Background: an optimization exercise with open tools, aiming at small area and a short achievable clock period. Do not read the settings as production practice.
Where RTL was checked, it was by simulation tests only, not by an equivalence proof against the original.
The clock port is modelled as an ideal driver; clocking choices that lean on that would not hold on a real chip.

// mac_pipe_nxn
module mac_pipe_nxn #(
    parameter int unsigned DW    = 32,
    parameter int unsigned LAT   = 3,
    parameter int unsigned GUARD = 8
) (
    input  logic                  i_clk,
    input  logic                  i_rstn,
    input  logic                  i_valid,
    output logic                  o_ready,
    input  logic                  i_multa_ns,
    input  logic                  i_multb_ns,
    input  logic [DW-1:0]         i_multa,
    input  logic [DW-1:0]         i_multb,
    input  logic                  i_acc_en,
    input  logic                  i_acc_clr,
    output logic                  o_valid,
    input  logic                  i_ready,
    output logic [2*DW-1:0]       o_product,
    output logic [2*DW+GUARD-1:0] o_acc,
    output logic                  o_acc_ovf
);
    logic advance;
    assign advance = !(o_valid && !i_ready);
    assign o_ready = advance;
    logic        r1_vld;
    logic [31:0] r1_a_n;
    logic        r1_ea_n, r1_sxen, r1_en, r1_clr;
    logic [16:0] r1_one_n, r1_neg;
  ...
==> flow/config.mk <==
export PLATFORM = sky130hd
export DESIGN_NAME = mac_pipe_nxn
export DESIGN_NICKNAME = mac_pipe_nxn
export VERILOG_FILES = /design/flow/design.v
export SDC_FILE = /design/flow/constraint.sdc
export NUM_CORES = 4
export LEC_CHECK = 0
export ABC_AREA = 1
export CAP_MARGIN = 20
export CORE_MARGIN = 2
export CORE_UTILIZATION = 60
export SLEW_MARGIN = 20
export SYNTH_HIERARCHICAL = 1
export SYNTH_MINIMUM_KEEP_SIZE = 0
==> flow/constraint.sdc <==
create_clock -name core_clock -period 12.5 [get_ports {i_clk}]
set_input_delay 2.5000 -clock core_clock [delete_from_list [all_inputs] [get_ports {i_clk}]]
set_output_delay 2.5000 -clock core_clock [all_outputs]
set_load 0.01 [all_outputs]
standard.sh (not shown) runs the stock make flow with config.mk's settings and CLKGATE_MAP_FILE= SYNTH_SCRIPT=/design/flow/synth_recipe.tcl, a recipe that flattens the netlist after the stock synthesis.
==> flow/flow/run.sh <==
#!/bin/bash
# Layout flow: the standard flow (standard.sh runs every ORFS step from synthesis to
# finish) with these settings changed:
#  - the ports are buffered with sky130_fd_sc_hd__buf_1 cells (buffer_ports -buffer_cell);
#  - the timing repair steps aim for 7.1 ns of setup slack (SETUP_SLACK_MARGIN);
#  - clock tree synthesis: -sink_clustering_enable -repair_clock_nets -buf_list sky130_fd_sc_hd__clkbuf_4 -dont_use_dummy_load
# The constraints (clock period, input and output delays, loads) are the standard flow's, unchanged.
# make's output goes to make_finish.log; each ORFS step logs to orfs/logs/.
set -euo pipefail
bash standard.sh "BUFFER_PORTS_ARGS=-buffer_cell sky130_fd_sc_hd__buf_1" "SETUP_SLACK_MARGIN=7.1" \
  "CTS_ARGS=-sink_clustering_enable -repair_clock_nets -buf_list sky130_fd_sc_hd__clkbuf_4 -dont_use_dummy_load" finish > make_finish.log 2>&1
The first run produced a clean layout.
Then changed:
==> flow/flow/run.sh (replaced) <==
#!/bin/bash
# Layout flow: the standard flow (standard.sh, every ORFS step from synthesis to
# finish) with two settings changed:
#  - the ports are buffered with sky130_fd_sc_hd__buf_1 cells (buffer_ports -buffer_cell);
#  - the timing repair steps aim for 7.1 ns of setup slack (SETUP_SLACK_MARGIN).
# The constraints (clock period, input and output delays, loads) are the standard flow's, unchanged.
set -euo pipefail
bash standard.sh "BUFFER_PORTS_ARGS=-buffer_cell sky130_fd_sc_hd__buf_1" "SETUP_SLACK_MARGIN=7.1" finish > make_finish.log 2>&1
--- a/flow/config.mk
+++ b/flow/config.mk
@@ -11,2 +11,3 @@
 export CORE_UTILIZATION = 60
+export CTS_BUF_LIST = sky130_fd_sc_hd__clkbuf_2
 export SLEW_MARGIN = 20
Result:
- The changed run ran to the end with no violations
- first-iteration DRC count rose by 0.62%
- final area rose by 1.1%
- global-route usage rose by 1.2 points
- cell count rose by 1.5%
- register-to-register slack is about the same
Then changed:
--- a/flow/config.mk
+++ b/flow/config.mk
@@ -11,3 +11,3 @@
 export CORE_UTILIZATION = 60
-export CTS_BUF_LIST = sky130_fd_sc_hd__clkbuf_2
+export CTS_BUF_LIST = sky130_fd_sc_hd__clkbuf_4
 export SLEW_MARGIN = 20
Outcome: The changed run went through all stages and came out clean; global-route usage drops by 0.86 points; worst setup slack improves by 0.052 ns; cell count hardly moves; cell area shrinks by about 0.3%; critical path depth is lower by 1; synthesized cell count does not change.
Then changed:
--- a/flow/config.mk
+++ b/flow/config.mk
@@ -12,2 +12,3 @@
 export CTS_BUF_LIST = sky130_fd_sc_hd__clkbuf_4
+export CTS_CLUSTER_SIZE = 16
 export SLEW_MARGIN = 20
Result:
- The changed run went through all stages and came out clean
- fmax stays the same
- flip-flop and latch count is unchanged
- via count is unchanged
- cell area stays the same
- worst setup slack is unchanged
No run of this note included a check of the RTL's function; only the layout flow was run.

Setup of run A:
Starting RTL as in the previous note.
// mac_pipe_nxn
module mac_pipe_nxn #(
    parameter int unsigned DW    = 32,
    parameter int unsigned LAT   = 3,
    parameter int unsigned GUARD = 8
) (
    input  logic                  i_clk,
    input  logic                  i_rstn,
    input  logic                  i_valid,
    output logic                  o_ready,
    input  logic                  i_multa_ns,
    input  logic                  i_multb_ns,
    input  logic [DW-1:0]         i_multa,
    input  logic [DW-1:0]         i_multb,
    input  logic                  i_acc_en,
    input  logic                  i_acc_clr,
    output logic                  o_valid,
    input  logic                  i_ready,
    output logic [2*DW-1:0]       o_product,
    output logic [2*DW+GUARD-1:0] o_acc,
    output logic                  o_acc_ovf
);
clock: 12.5 ns
lec_check: 0
abc_area: 1
cap_margin: 20
core_margin: 2
core_utilization: 40
slew_margin: 20
synth_hierarchical: 1
synth_minimum_keep_size: 0
==> flow/flow/run.sh <==
#!/bin/bash
# Layout flow: the standard flow (standard.sh, every ORFS step from synthesis to
# finish) with two settings changed:
#  - the ports are buffered with sky130_fd_sc_hd__buf_2 cells (buffer_ports -buffer_cell);
#  - the timing repair steps aim for 7 ns of setup slack (SETUP_SLACK_MARGIN).
# The constraints (clock period, input and output delays, loads) are the standard flow's, unchanged.
set -euo pipefail
bash standard.sh "BUFFER_PORTS_ARGS=-buffer_cell sky130_fd_sc_hd__buf_2" "SETUP_SLACK_MARGIN=7" finish > make_finish.log 2>&1
Run A: PASS, flow complete, no timing, DRC or antenna violations
The inputs of run B differ from those of run A as listed below.
==> flow/flow/run.sh <==
#!/bin/bash
# Layout flow: the standard flow (standard.sh, every ORFS step from synthesis to
# finish) with two settings changed:
#  - the ports are buffered with sky130_fd_sc_hd__buf_2 cells (buffer_ports -buffer_cell);
#  - the timing repair steps aim for 5 ns of setup slack (SETUP_SLACK_MARGIN).
# The constraints (clock period, input and output delays, loads) are the standard flow's, unchanged.
set -euo pipefail
bash standard.sh "BUFFER_PORTS_ARGS=-buffer_cell sky130_fd_sc_hd__buf_2" "SETUP_SLACK_MARGIN=5" finish > make_finish.log 2>&1
Run B completed; timing, DRC and antenna clean
Run A ended with every stage complete and zero timing, DRC or antenna violations.
From run A to run B the numbers moved as follows: worst path arrival time now sits lower; design area now sits lower; count of buffering cells on the critical path with inverters included now sits higher; share of the final layout cell area in sequential cells now sits higher.
Compared run B vs run A, and met3 wire length is down in run B.
A classification of the worst setup path of reg -> reg is what run A shows, while in -> out belongs to run B.
Run B ended up with o_ready as its timing endpoint of the critical path; run A ended up with r2_s[41].
What run C does differently from run B at the input level:
- CORE_UTILIZATION: 40 -> 60
- CTS_BUF_LIST: unset -> sky130_fd_sc_hd__clkbuf_8
==> flow/flow/run.sh <==
#!/bin/bash
# Layout flow: the standard flow (standard.sh, every ORFS step from synthesis to
# finish) with two settings changed:
#  - the ports are buffered with sky130_fd_sc_hd__buf_1 cells (buffer_ports -buffer_cell);
#  - the timing repair steps aim for 7.1 ns of setup slack (SETUP_SLACK_MARGIN).
# The constraints (clock period, input and output delays, loads) are the standard flow's, unchanged.
set -euo pipefail
bash standard.sh "BUFFER_PORTS_ARGS=-buffer_cell sky130_fd_sc_hd__buf_1" "SETUP_SLACK_MARGIN=7.1" finish > make_finish.log 2>&1
==> run notes <==
- Post-detailed-routing wire length, run B and run C, higher one = run C.
- Going from run B to run C, I/O pin total neither gained nor lost much, final antenna diode count lost 6.
No run of this note included a check of the RTL's function; only the layout flow was run.

Setup of exp/cedar:
mac_pipe_nxn, a different RTL version from the one above (not shown whole).
For scale: roughly 3,700 cells after synthesis, about 0.037 mm^2 of cells after synthesis.
// mac_pipe_nxn
module mac_pipe_nxn #(
    parameter int unsigned DW    = 32,
    parameter int unsigned LAT   = 3,
    parameter int unsigned GUARD = 8
) (
    input  logic                  i_clk,
    input  logic                  i_rstn,
    input  logic                  i_valid,
    output logic                  o_ready,
    input  logic                  i_multa_ns,
    input  logic                  i_multb_ns,
    input  logic [DW-1:0]         i_multa,
    input  logic [DW-1:0]         i_multb,
    input  logic                  i_acc_en,
    input  logic                  i_acc_clr,
    output logic                  o_valid,
    input  logic                  i_ready,
    output logic [2*DW-1:0]       o_product,
    output logic [2*DW+GUARD-1:0] o_acc,
    output logic                  o_acc_ovf
);
Settings: LEC_CHECK=0, ABC_AREA=1, CAP_MARGIN=20, CORE_MARGIN=2, CORE_UTILIZATION=60, SLEW_MARGIN=20, SYNTH_HIERARCHICAL=1, SYNTH_MINIMUM_KEEP_SIZE=0; clock period 12.5 ns.
==> flow/flow/run.sh <==
#!/bin/bash
# Layout flow: the standard flow (standard.sh runs every ORFS step from synthesis to
# finish) with these settings changed:
#  - the ports are buffered with sky130_fd_sc_hd__buf_1 cells (buffer_ports -buffer_cell);
#  - the timing repair steps aim for 7.1 ns of setup slack (SETUP_SLACK_MARGIN);
#  - clock tree synthesis: -sink_clustering_enable -repair_clock_nets -buf_list sky130_fd_sc_hd__clkbuf_4 -dont_use_dummy_load -sink_clustering_size 8 -sink_clustering_max_diameter 50
# The constraints (clock period, input and output delays, loads) are the standard flow's, unchanged.
# make's output goes to make_finish.log; each ORFS step logs to orfs/logs/.
set -euo pipefail
bash standard.sh "BUFFER_PORTS_ARGS=-buffer_cell sky130_fd_sc_hd__buf_1" "SETUP_SLACK_MARGIN=7.1" \
  "CTS_ARGS=-sink_clustering_enable -repair_clock_nets -buf_list sky130_fd_sc_hd__clkbuf_4 -dont_use_dummy_load -sink_clustering_size 8 -sink_clustering_max_diameter 50" finish > make_finish.log 2>&1
--- input diff exp/cedar..exp/harbor ---
==> flow/flow/run.sh <==
#!/bin/bash
# Layout flow: the standard flow (standard.sh runs every ORFS step from synthesis to
# finish) with these settings changed:
#  - the ports are buffered with sky130_fd_sc_hd__buf_1 cells (buffer_ports -buffer_cell);
#  - the timing repair steps aim for 7.1 ns of setup slack (SETUP_SLACK_MARGIN);
#  - clock tree synthesis: -sink_clustering_enable -repair_clock_nets -buf_list sky130_fd_sc_hd__clkbuf_4 -dont_use_dummy_load
#  - after clock tree synthesis, flow/recover.tcl sizes down cells off the critical paths.
# The constraints (clock period, input and output delays, loads) are the standard flow's, unchanged.
# make's output goes to make_finish.log; each ORFS step logs to orfs/logs/.
set -euo pipefail
bash standard.sh "BUFFER_PORTS_ARGS=-buffer_cell sky130_fd_sc_hd__buf_1" "SETUP_SLACK_MARGIN=7.1" \
  "CTS_ARGS=-sink_clustering_enable -repair_clock_nets -buf_list sky130_fd_sc_hd__clkbuf_4 -dont_use_dummy_load" "POST_CTS_TCL=$PWD/flow/recover.tcl" finish > make_finish.log 2>&1
==> flow/flow/recover.tcl (new file) <==
# Run after clock tree synthesis (POST_CTS_TCL): size down cells on paths whose setup
# slack stays above the repair margin; the later repair steps fix what this breaks.
log_cmd estimate_parasitics -placement
log_cmd repair_timing -recover_power 100 -slack_margin 7.1 -verbose
detailed_placement
[summary]
- Re met3 usage: exp/harbor and exp/cedar aren't equal, and the higher value belongs to exp/harbor.
- exp/harbor finished end to end and its layout was clean on timing, DRC and antenna.
- Compared exp/harbor vs exp/cedar, and sequential share of layout area is down in exp/harbor.
> inputs changed (exp/harbor -> exp/fjord)
diff --git a/flow/flow/run.sh b/flow/flow/run.sh
--- a/flow/flow/run.sh
+++ b/flow/flow/run.sh
@@ -6,3 +6,2 @@
 #  - clock tree synthesis: -sink_clustering_enable -repair_clock_nets -buf_list sky130_fd_sc_hd__clkbuf_4 -dont_use_dummy_load
-#  - after clock tree synthesis, flow/recover.tcl sizes down cells off the critical paths.
 # The constraints (clock period, input and output delays, loads) are the standard flow's, unchanged.
@@ -11,2 +10,2 @@
 bash standard.sh "BUFFER_PORTS_ARGS=-buffer_cell sky130_fd_sc_hd__buf_1" "SETUP_SLACK_MARGIN=7.1" \
-  "CTS_ARGS=-sink_clustering_enable -repair_clock_nets -buf_list sky130_fd_sc_hd__clkbuf_4 -dont_use_dummy_load" "POST_CTS_TCL=$PWD/flow/recover.tcl" finish > make_finish.log 2>&1
+  "CTS_ARGS=-sink_clustering_enable -repair_clock_nets -buf_list sky130_fd_sc_hd__clkbuf_4 -dont_use_dummy_load" finish > make_finish.log 2>&1
removed: flow/flow/recover.tcl
### Flow results
Changes observed in exp/fjord relative to exp/harbor: clock tree cell share of total cell area essentially unchanged, setup slack of the critical path after layout increased 0.0031 ns, met1 global-route usage essentially unchanged, multi-input logic portion of the cell area increased 0.35 points.
### exp/fjord -> exp/amber
Settings: a change of SLEW_MARGIN from 20 to 0; a change of CAP_MARGIN from 20 to 0; a change of CORE_UTILIZATION from 60 to 70.
==> flow/flow/run.sh <==
#!/bin/bash
# Layout flow: the standard flow (standard.sh runs every ORFS step from synthesis to
# finish) with these settings changed:
#  - the ports are buffered with sky130_fd_sc_hd__buf_1 cells (buffer_ports -buffer_cell);
#  - the timing repair steps aim for 7.1 ns of setup slack (SETUP_SLACK_MARGIN);
#  - clock tree synthesis: -sink_clustering_enable -repair_clock_nets -buf_list sky130_fd_sc_hd__clkbuf_4 -dont_use_dummy_load -sink_clustering_size 8 -sink_clustering_max_diameter 50
# The constraints (clock period, input and output delays, loads) are the standard flow's, unchanged.
# make's output goes to make_finish.log; each ORFS step logs to orfs/logs/.
set -euo pipefail
bash standard.sh "BUFFER_PORTS_ARGS=-buffer_cell sky130_fd_sc_hd__buf_1" "SETUP_SLACK_MARGIN=7.1" \
  "CTS_ARGS=-sink_clustering_enable -repair_clock_nets -buf_list sky130_fd_sc_hd__clkbuf_4 -dont_use_dummy_load -sink_clustering_size 8 -sink_clustering_max_diameter 50" finish > make_finish.log 2>&1
[summary]
- Compared with exp/fjord, in exp/amber fraction of area in multi-input gates saw an increase; net count after synthesis saw little to no change; area of the placeable core saw a decrease; routed length on met3 saw an increase.
- Looking only at hold slack, and setting everything else aside, the higher value of exp/amber and exp/fjord goes to exp/amber.
- Diff exp/fjord -> exp/amber: post-route fraction of the period consumed by the critical path ~0 delta; highest clock rate barely changed.

mac_pipe_nxn, a different RTL version from the one above (not shown whole).
For scale: roughly 3,900 cells after synthesis, about 320 flip-flops.
export LEC_CHECK = 0
export ABC_AREA = 1
export CAP_MARGIN = 0
export CORE_MARGIN = 2
export CORE_UTILIZATION = 60
export SLEW_MARGIN = 0
export SYNTH_HIERARCHICAL = 1
export SYNTH_MINIMUM_KEEP_SIZE = 0
create_clock -name core_clock -period 12.5 [get_ports {i_clk}]
==> flow/flow/run.sh <==
#!/bin/bash
# Layout flow: the standard flow (standard.sh runs every ORFS step from synthesis to
# finish) with these settings changed:
#  - the ports are buffered with sky130_fd_sc_hd__buf_1 cells (buffer_ports -buffer_cell);
#  - the timing repair steps aim for 7.1 ns of setup slack (SETUP_SLACK_MARGIN);
#  - clock tree synthesis: -sink_clustering_enable -repair_clock_nets -buf_list sky130_fd_sc_hd__clkbuf_4 -dont_use_dummy_load -sink_clustering_size 8 -sink_clustering_max_diameter 50
# The constraints (clock period, input and output delays, loads) are the standard flow's, unchanged.
# make's output goes to make_finish.log; each ORFS step logs to orfs/logs/.
set -euo pipefail
bash standard.sh "BUFFER_PORTS_ARGS=-buffer_cell sky130_fd_sc_hd__buf_1" "SETUP_SLACK_MARGIN=7.1" \
  "CTS_ARGS=-sink_clustering_enable -repair_clock_nets -buf_list sky130_fd_sc_hd__clkbuf_4 -dont_use_dummy_load -sink_clustering_size 8 -sink_clustering_max_diameter 50" finish > make_finish.log 2>&1
The baseline finished clean.
Rerun with:
==> flow/flow/run.sh (replaced) <==
#!/bin/bash
# Layout flow: the standard flow (standard.sh runs every ORFS step from synthesis to
# finish) with these settings changed:
#  - the ports are buffered with sky130_fd_sc_hd__buf_1 cells (buffer_ports -buffer_cell);
#  - the timing repair steps aim for 7.15 ns of setup slack (SETUP_SLACK_MARGIN);
#  - clock tree synthesis: -sink_clustering_enable -repair_clock_nets -buf_list sky130_fd_sc_hd__clkbuf_4 -dont_use_dummy_load -sink_clustering_size 8 -sink_clustering_max_diameter 50
# The constraints (clock period, input and output delays, loads) are the standard flow's, unchanged.
# make's output goes to make_finish.log; each ORFS step logs to orfs/logs/.
set -euo pipefail
bash standard.sh "BUFFER_PORTS_ARGS=-buffer_cell sky130_fd_sc_hd__buf_1" "SETUP_SLACK_MARGIN=7.15" \
  "CTS_ARGS=-sink_clustering_enable -repair_clock_nets -buf_list sky130_fd_sc_hd__clkbuf_4 -dont_use_dummy_load -sink_clustering_size 8 -sink_clustering_max_diameter 50" finish > make_finish.log 2>&1
Outcome:
- area after synthesis is unchanged
- core utilization came out higher by 0.27 points
- sequential cell count is unchanged
- critical path depth does not change

-- what the ideal ports hide --
The flow's constraints put no driver on any port. The routed layouts listed below were extracted and timed again, unchanged, in two steps. Step 1, drivers: a clkbuf_16 drives i_clk and a buf_2 each remaining input, both assumed. Step 2 times the ports against the registers' clock, not the clock port: input delays grow and output delays shrink by t, the midpoint of the rising clock arrivals with the driver on. a / b / c = no drivers / after step 1 / after step 2; a / b = the first two.
| run | shift t [ns] | setup WS [ns] | hold slack, ns | latest minus earliest clock arrival (ns) |
|---|---|---|---|---|
| the first run of note 1 | 0.849 | 7.063 / 7.063 / 7.063 | 0.410 / 0.410 / 0.410 | 0.114 / 0.114 |
| the second run of note 1 | 1.151 | 7.052 / 7.052 / 7.052 | 0.407 / 0.407 / 0.407 | 0.203 / 0.203 |
| the third run of note 1 | 0.900 | 7.104 / 7.079 / 7.079 | 0.412 / 0.412 / 0.412 | 0.094 / 0.094 |
| the fourth run of note 1 | 0.900 | 7.104 / 7.079 / 7.079 | 0.412 / 0.412 / 0.412 | 0.094 / 0.094 |
| run A | 0.648 | 7.048 / 7.048 / 7.048 | 0.427 / 0.427 / 0.427 | 0.018 / 0.018 |
| run B | 0.647 | 6.573 / 6.552 / 6.552 | 0.420 / 0.420 / 0.420 | 0.029 / 0.028 |
| run C | 0.763 | 7.043 / 7.043 / 7.043 | 0.432 / 0.432 / 0.432 | 0.080 / 0.080 |
| exp/cedar | 0.904 | 7.132 / 7.112 / 7.112 | 0.427 / 0.427 / 0.427 | 0.104 / 0.104 |
| exp/harbor | 0.866 | 7.120 / 7.098 / 7.098 | 0.420 / 0.420 / 0.420 | 0.111 / 0.112 |
| exp/fjord | 0.870 | 7.123 / 7.103 / 7.103 | 0.421 / 0.421 / 0.421 | 0.112 / 0.112 |
| exp/amber | 0.862 | 7.123 / 7.090 / 7.090 | 0.439 / 0.439 / 0.439 | 0.071 / 0.070 |
| the first run of note 4 | 0.904 | 7.124 / 7.095 / 7.095 | 0.433 / 0.433 / 0.433 | 0.081 / 0.082 |
| the second run of note 4 | 0.899 | 7.119 / 7.094 / 7.094 | 0.433 / 0.433 / 0.433 | 0.081 / 0.081 |
After both steps every run listed still meets setup and hold. The setup slack of exp/amber, which loses most, moves by -0.033 ns with the drivers and by -0.033 ns with both steps.
